From an optimization exercise on the open Yosys and OpenROAD flow, aimed at small area, a short achievable clock period and few clock cycles per item; shortcuts taken in it are not production practice. At most, simulation tests tie the RTL to the original design; equivalence was not proved. Power and IR drop assume default switching activity. No driver is modelled on the clock port, so clocking that relies on it looks cheaper here than on a real chip.

Design ofdm_frame_sched, start of the top module:
module ofdm_frame_sched #(
    parameter int DW   = 8,
    parameter int NFFT = 128
) (
    input  logic          clk,
    input  logic          reset,
    input  logic          sym_valid,
    output logic          sym_ready,
    input  logic [DW-1:0] sym_i,
    input  logic [DW-1:0] sym_q,
    input  logic          sink_ready,
    output logic          sink_valid,
    output logic          sink_sop,
    output logic          sink_eop,
    output logic [DW-1:0] sink_real,
    output logic [DW-1:0] sink_imag,
    output logic          frame_done
);
Size in the first run: about 1500 cells after synthesis, ~41 I/O pins, about 0.025 mm2 of cells after synthesis.
==> flow/config.mk <==
export PLATFORM = sky130hd
export DESIGN_NAME = ofdm_frame_sched
export DESIGN_NICKNAME = ofdm_frame_sched
export VERILOG_FILES = /design/flow/design.v
export SDC_FILE = /design/flow/constraint.sdc
export NUM_CORES = 4
export LEC_CHECK = 0
export CAP_MARGIN = 20
export CORE_MARGIN = 2
export CORE_UTILIZATION = 50
export CTS_BUF_LIST = sky130_fd_sc_hd__clkbuf_16
export CTS_CLUSTER_DIAMETER = 60
export CTS_CLUSTER_SIZE = 30
export PLACE_DENSITY = 0.65
export SETUP_SLACK_MARGIN = 3.75
export SLEW_MARGIN = 20
==> flow/constraint.sdc <==
create_clock -name core_clock -period 6.5 [get_ports {clk}]
set_input_delay 1.3000 -clock core_clock [delete_from_list [all_inputs] [get_ports {clk}]]
set_output_delay 1.3000 -clock core_clock [all_outputs]
set_load 0.01 [all_outputs]
standard.sh (not shown) runs the stock make flow with config.mk's settings and CLKGATE_MAP_FILE= SYNTH_SCRIPT=/design/flow/synth_recipe.tcl, a recipe that flattens the netlist after the stock synthesis.
==> flow/flow/run.sh <==
#!/bin/bash
set -euo pipefail
export BUFFER_PORTS_ARGS="-buffer_cell sky130_fd_sc_hd__buf_2"
export CTS_ARGS="-sink_clustering_enable -repair_clock_nets -buf_list sky130_fd_sc_hd__clkbuf_16 -sink_clustering_size 32 -sink_clustering_max_diameter 80 -dont_use_dummy_load"
bash standard.sh > standard_flow.log 2>&1
Testbench counts at the start, summed over its fixed seeds: cycles 16,392, frames 128.
Rerun with:
SETUP_SLACK_MARGIN = 3.6   (was 3.75)
The changed run finished clean.
Worst hold slack loses 16 ps.
Final cell count barely changes.
Utilization fell by 0.22 points.
Setup slack gains 19 ps.
Global-route usage barely changes.
Non-clock buffer count fell by 6.
Total power is about the same.
Fmax climbs by 0.64%.
Via count is lower by 0.67%.
Count of clock-buffer cells in the layout grows by 1.
Die area does not change.
Rerun with:
==> flow/flow/run.sh (replaced) <==
#!/bin/bash
set -euo pipefail
export BUFFER_PORTS_ARGS="-buffer_cell sky130_fd_sc_hd__buf_2"
export CTS_ARGS="-sink_clustering_enable -repair_clock_nets -buf_list sky130_fd_sc_hd__clkbuf_16 -sink_clustering_size 30 -sink_clustering_max_diameter 60 -dont_use_dummy_load"
bash standard.sh > standard_flow.log 2>&1
SETUP_SLACK_MARGIN = 3.65   (was 3.6)
Result: Sequential power barely changes; utilization increases by 0.48 points; final cell count went up by 0.57%; area after synthesis is unchanged; total power climbs by about 2.2%; clock skew went up by 4.5 ps; routed wire length grows by about 1.6%; setup slack stays flat; sequential share of layout area falls by 0.70 points; combinational power came out higher by 5.9%; die area is unchanged.
Rerun with:
==> flow/flow/run.sh (replaced) <==
#!/bin/bash
set -euo pipefail
export BUFFER_PORTS_ARGS="-buffer_cell sky130_fd_sc_hd__buf_2"
export CTS_ARGS="-sink_clustering_enable -repair_clock_nets -buf_list sky130_fd_sc_hd__clkbuf_16 -sink_clustering_size 32 -sink_clustering_max_diameter 80 -dont_use_dummy_load"
bash standard.sh > standard_flow.log 2>&1
CORE_UTILIZATION = 60   (was 50)
PLACE_DENSITY = 0.75   (was 0.65)
Effect:
- clock skew shrinks by 18 ps
- register-to-register slack is worse by 90 ps
- fmax is about the same
- global-route usage grows by 3.1 points
- via count shrinks by 0.34%
- total power shrinks by 2.2%
- sequential share of layout area grows by 1.1 points
- count of clock-buffer cells in the layout shrinks by 8
- first-iteration DRC count grows by 8.4%

* * *

== run A ==
ofdm_frame_sched, a different RTL version from the one above (not shown whole).
Size in the first run: about 1,600 cells after synthesis, roughly 1,100 flip-flops, ~41 I/O pins, ~26,000 sq um of cells after synthesis.
clock: 6.5 ns
lec_check: 0
cap_margin: 20
core_margin: 2
core_utilization: 70
cts_buf_list: sky130_fd_sc_hd__clkbuf_16
cts_cluster_diameter: 60
cts_cluster_size: 30
place_density: 0.85
setup_slack_margin: 3.65
slew_margin: 20
==> flow/flow/run.sh <==
#!/bin/bash
set -euo pipefail
export BUFFER_PORTS_ARGS="-buffer_cell sky130_fd_sc_hd__buf_2"
export CTS_ARGS="-sink_clustering_enable -repair_clock_nets -buf_list sky130_fd_sc_hd__clkbuf_16 -sink_clustering_size 36 -sink_clustering_max_diameter 60 -dont_use_dummy_load"
bash standard.sh > standard_flow.log 2>&1
Testbench counts of run A, summed over its fixed seeds: cycles 16,400, frames 128.
Inputs modified between run A and run B:
Settings: swapping 3.65 for 3.4 in SETUP_SLACK_MARGIN; swapping 70 for 50 in CORE_UTILIZATION; swapping 0.85 for 0.65 in PLACE_DENSITY.
==> flow/run.sh (new file) <==
#!/bin/bash
# synth_recipe.tcl (not shown) runs the flow's synth.tcl, then flattens the netlist and writes it again
# the make line also repeats each setting of config.mk as NAME=value (left out here)
make -C /OpenROAD-flow-scripts/flow DESIGN_CONFIG=/design/flow/config.mk WORK_HOME=/design/flow/orfs CLKGATE_MAP_FILE= SYNTH_SCRIPT=/design/flow/synth_recipe.tcl finish
removed: flow/flow/run.sh
removed: flow/standard.sh
==> results.txt <==
- When the final numbers for run A and run B were put side by side, the post-synthesis to final-layout area growth turned out to be greater in run B.
- Taking run A as the reference, in run B critical path arrival climbed 0.06 ns; via count dropped about 3%; total wire length after detailed routing dropped 4000 um; post-route met1 wirelength climbed about 5%; post-route standard cell area excluding fillers climbed 990 sq um.
- Run A vs run B, critical-path cell with the highest stage delay: sky130_fd_sc_hd__and3_4 vs sky130_fd_sc_hd__and3_1
- As of run B, count of placed standard cells in the final layout, fillers left out had risen by more than 10% compared to run A.
- The sequential fraction of total cell area number comes out higher for run A vs run B.
Inputs modified between run B and run C:
Settings: SETUP_SLACK_MARGIN now 3.65, was 3.4.
Changes observed in run C relative to run B: reported max-cap violation count saw little to no change; non-clock buffer count went up by 1; minimum period implied by the final worst setup slack has decreased. Sequential cell fraction of total power, run C and run B: lower on run B. Comparing share of the core filled with cells in the final layout for run C and run B, the smaller number came from run C. Run B → run C: setup slack climbed 0.069 ns, design area essentially unchanged. Status: global routing usage summed across all routing layers parity (run C, run B). A slowest library cell on the worst path of sky130_fd_sc_hd__and3_4 is what run C shows, while sky130_fd_sc_hd__and3_1 belongs to run B. Met3 wire length (higher): run C.
Inputs modified between run C and run D:
==> flow/flow/run.sh (new file) <==
#!/bin/bash
set -euo pipefail
export BUFFER_PORTS_ARGS="-buffer_cell sky130_fd_sc_hd__buf_2"
export CTS_ARGS="-sink_clustering_enable -repair_clock_nets -buf_list sky130_fd_sc_hd__clkbuf_16 -sink_clustering_size 40 -sink_clustering_max_diameter 40 -dont_use_dummy_load"
bash standard.sh > standard_flow.log 2>&1
==> flow/standard.sh (new file) <==
#!/bin/bash
# synth_recipe.tcl (not shown) runs the flow's synth.tcl, then flattens the netlist and writes it again
# the make line also repeats each setting of config.mk as NAME=value (left out here)
make -C /OpenROAD-flow-scripts/flow DESIGN_CONFIG=/design/flow/config.mk WORK_HOME=/design/flow/orfs CLKGATE_MAP_FILE= SYNTH_SCRIPT=/design/flow/synth_recipe.tcl "${@:-finish}"
removed: flow/run.sh
Notes after the runs:
The final cell utilization of the core reported for run D is greater than that of run C by 1.6 points.
In run D, setup slack after layout is lower than in run C.
Footprint of the flip-flops and latches: run C vs run D, no meaningful difference
The power of run D exceeds that of run C by about 10%.
Summary: with run C as the reference, final design instance area without fill in run D moved up by a few percent.
Per the comparison of run D with run C, area taken by multi-input logic gates shrank by 15 sq um; minimum clock period picked up an extra 0.0045 ns.
diff inputs: run D => run E
==> flow/flow/run.sh <==
#!/bin/bash
set -euo pipefail
export BUFFER_PORTS_ARGS="-buffer_cell sky130_fd_sc_hd__buf_2"
export CTS_ARGS="-sink_clustering_enable -repair_clock_nets -buf_list sky130_fd_sc_hd__clkbuf_16 -sink_clustering_size 30 -sink_clustering_max_diameter 60 -dont_use_dummy_load"
bash standard.sh > standard_flow.log 2>&1
## What came out
[compare] base=run D new=run E: routed wirelength normalized by instance count went down by 0.22 um, routed wire length went down by about 3.5%.
Taking run D over run E, the leakage dissipation ratio works out to 1.06.
Looking at hold slack across run D and run E, the one that comes out higher is run E.

* * *

## rev 12
Another version of the RTL of ofdm_frame_sched (not shown whole).
Size: about 2,000 cells after synthesis, about 1,100 flip-flops, about 41 I/O pins, roughly 28,000 um^2 of cells after synthesis.
## ofdm_frame_sched
module ofdm_frame_sched #(
    parameter int DW   = 8,
    parameter int NFFT = 128
) (
    input  logic          clk,
    input  logic          reset,
    input  logic          sym_valid,
    output logic          sym_ready,
    input  logic [DW-1:0] sym_i,
    input  logic [DW-1:0] sym_q,
    input  logic          sink_ready,
    output logic          sink_valid,
    output logic          sink_sop,
    output logic          sink_eop,
    output logic [DW-1:0] sink_real,
    output logic [DW-1:0] sink_imag,
    output logic          frame_done
);
Settings: LEC_CHECK=0, CAP_MARGIN=20, CORE_MARGIN=2, CORE_UTILIZATION=50, CTS_BUF_LIST=sky130_fd_sc_hd__clkbuf_4 sky130_fd_sc_hd__clkbuf_8, PLACE_DENSITY=0.65, SLEW_MARGIN=20; clock period 6.5 ns.
run.sh (not shown) runs the stock make flow with config.mk's settings and CLKGATE_MAP_FILE= SYNTH_SCRIPT=/design/flow/synth_recipe.tcl, a recipe that flattens the netlist after the stock synthesis.
Stock flow here: none of the scripts above is used.
Here is what was changed in the inputs of rev 13 compared with rev 12.
- an added SETUP_SLACK_MARGIN of 3.4
Notes after the runs:
- Rev 13 did not stop at any stage, and its layout met the timing, design-rule and antenna checks.
- NOTE clock power rev 12->rev 13 decreased by a few percent
- Rev 13 vs rev 12, actual transition at the worst max-transition pin went down by 0.11 ns.
- Post-route fraction of the period consumed by the critical path for rev 13 is lower than for rev 12.
- Cmp rev 13 vs rev 12: non-clock buffer count higher in rev 13
Function was not checked in any run of this note: the RTL went through the layout flow alone.

afterwards: timing with drivers on the ports:
Ports are ideal in the flow. The routed layouts listed here were re-timed in OpenROAD.
Step 1 (the two cells are an assumption about what drives the block):
set clk [get_ports {clk}]
set_driving_cell -lib_cell sky130_fd_sc_hd__clkbuf_16 $clk
set_driving_cell -lib_cell sky130_fd_sc_hd__buf_2 [delete_from_list [all_inputs] $clk]
Step 2 moves the port delays by t, midway between the first and last clock arrival at a register: inputs arrive t later, outputs are due t later. That takes back most of the time a late clock gives input paths.
Slacks: no drivers / after step 1 / after step 2; pairs: no drivers / after step 1.
run	shift t [ns]	setup WS [ns]	worst register clock-pin slew, ns	pins driven straight from the clock port
the first run of note 1	0.621	3.540 / 3.506 / 3.052	0.11 / 0.11	1
the second run of note 1	0.617	3.558 / 3.526 / 2.997	0.12 / 0.12	1
the third run of note 1	0.629	3.560 / 3.527 / 3.026	0.10 / 0.10	1
the fourth run of note 1	0.631	3.561 / 3.530 / 2.985	0.12 / 0.12	1
run A	0.620	3.547 / 3.511 / 3.245	0.12 / 0.12	1
run B	0.657	3.493 / 3.467 / 2.925	0.11 / 0.11	1
run C	0.667	3.562 / 3.527 / 2.984	0.10 / 0.10	1
run D	0.670	3.557 / 3.523 / 3.139	0.08 / 0.08	1
run E	0.633	3.559 / 3.525 / 3.311	0.10 / 0.10	1
rev 12	0.837	2.196 / 2.196 / 2.152	0.07 / 0.07	1
rev 13	0.855	3.420 / 3.391 / 2.783	0.07 / 0.07	1
After both steps every run listed still meets setup and hold. The setup slack of rev 13, which loses most, moves by -0.029 ns with the drivers and by -0.637 ns with both steps.
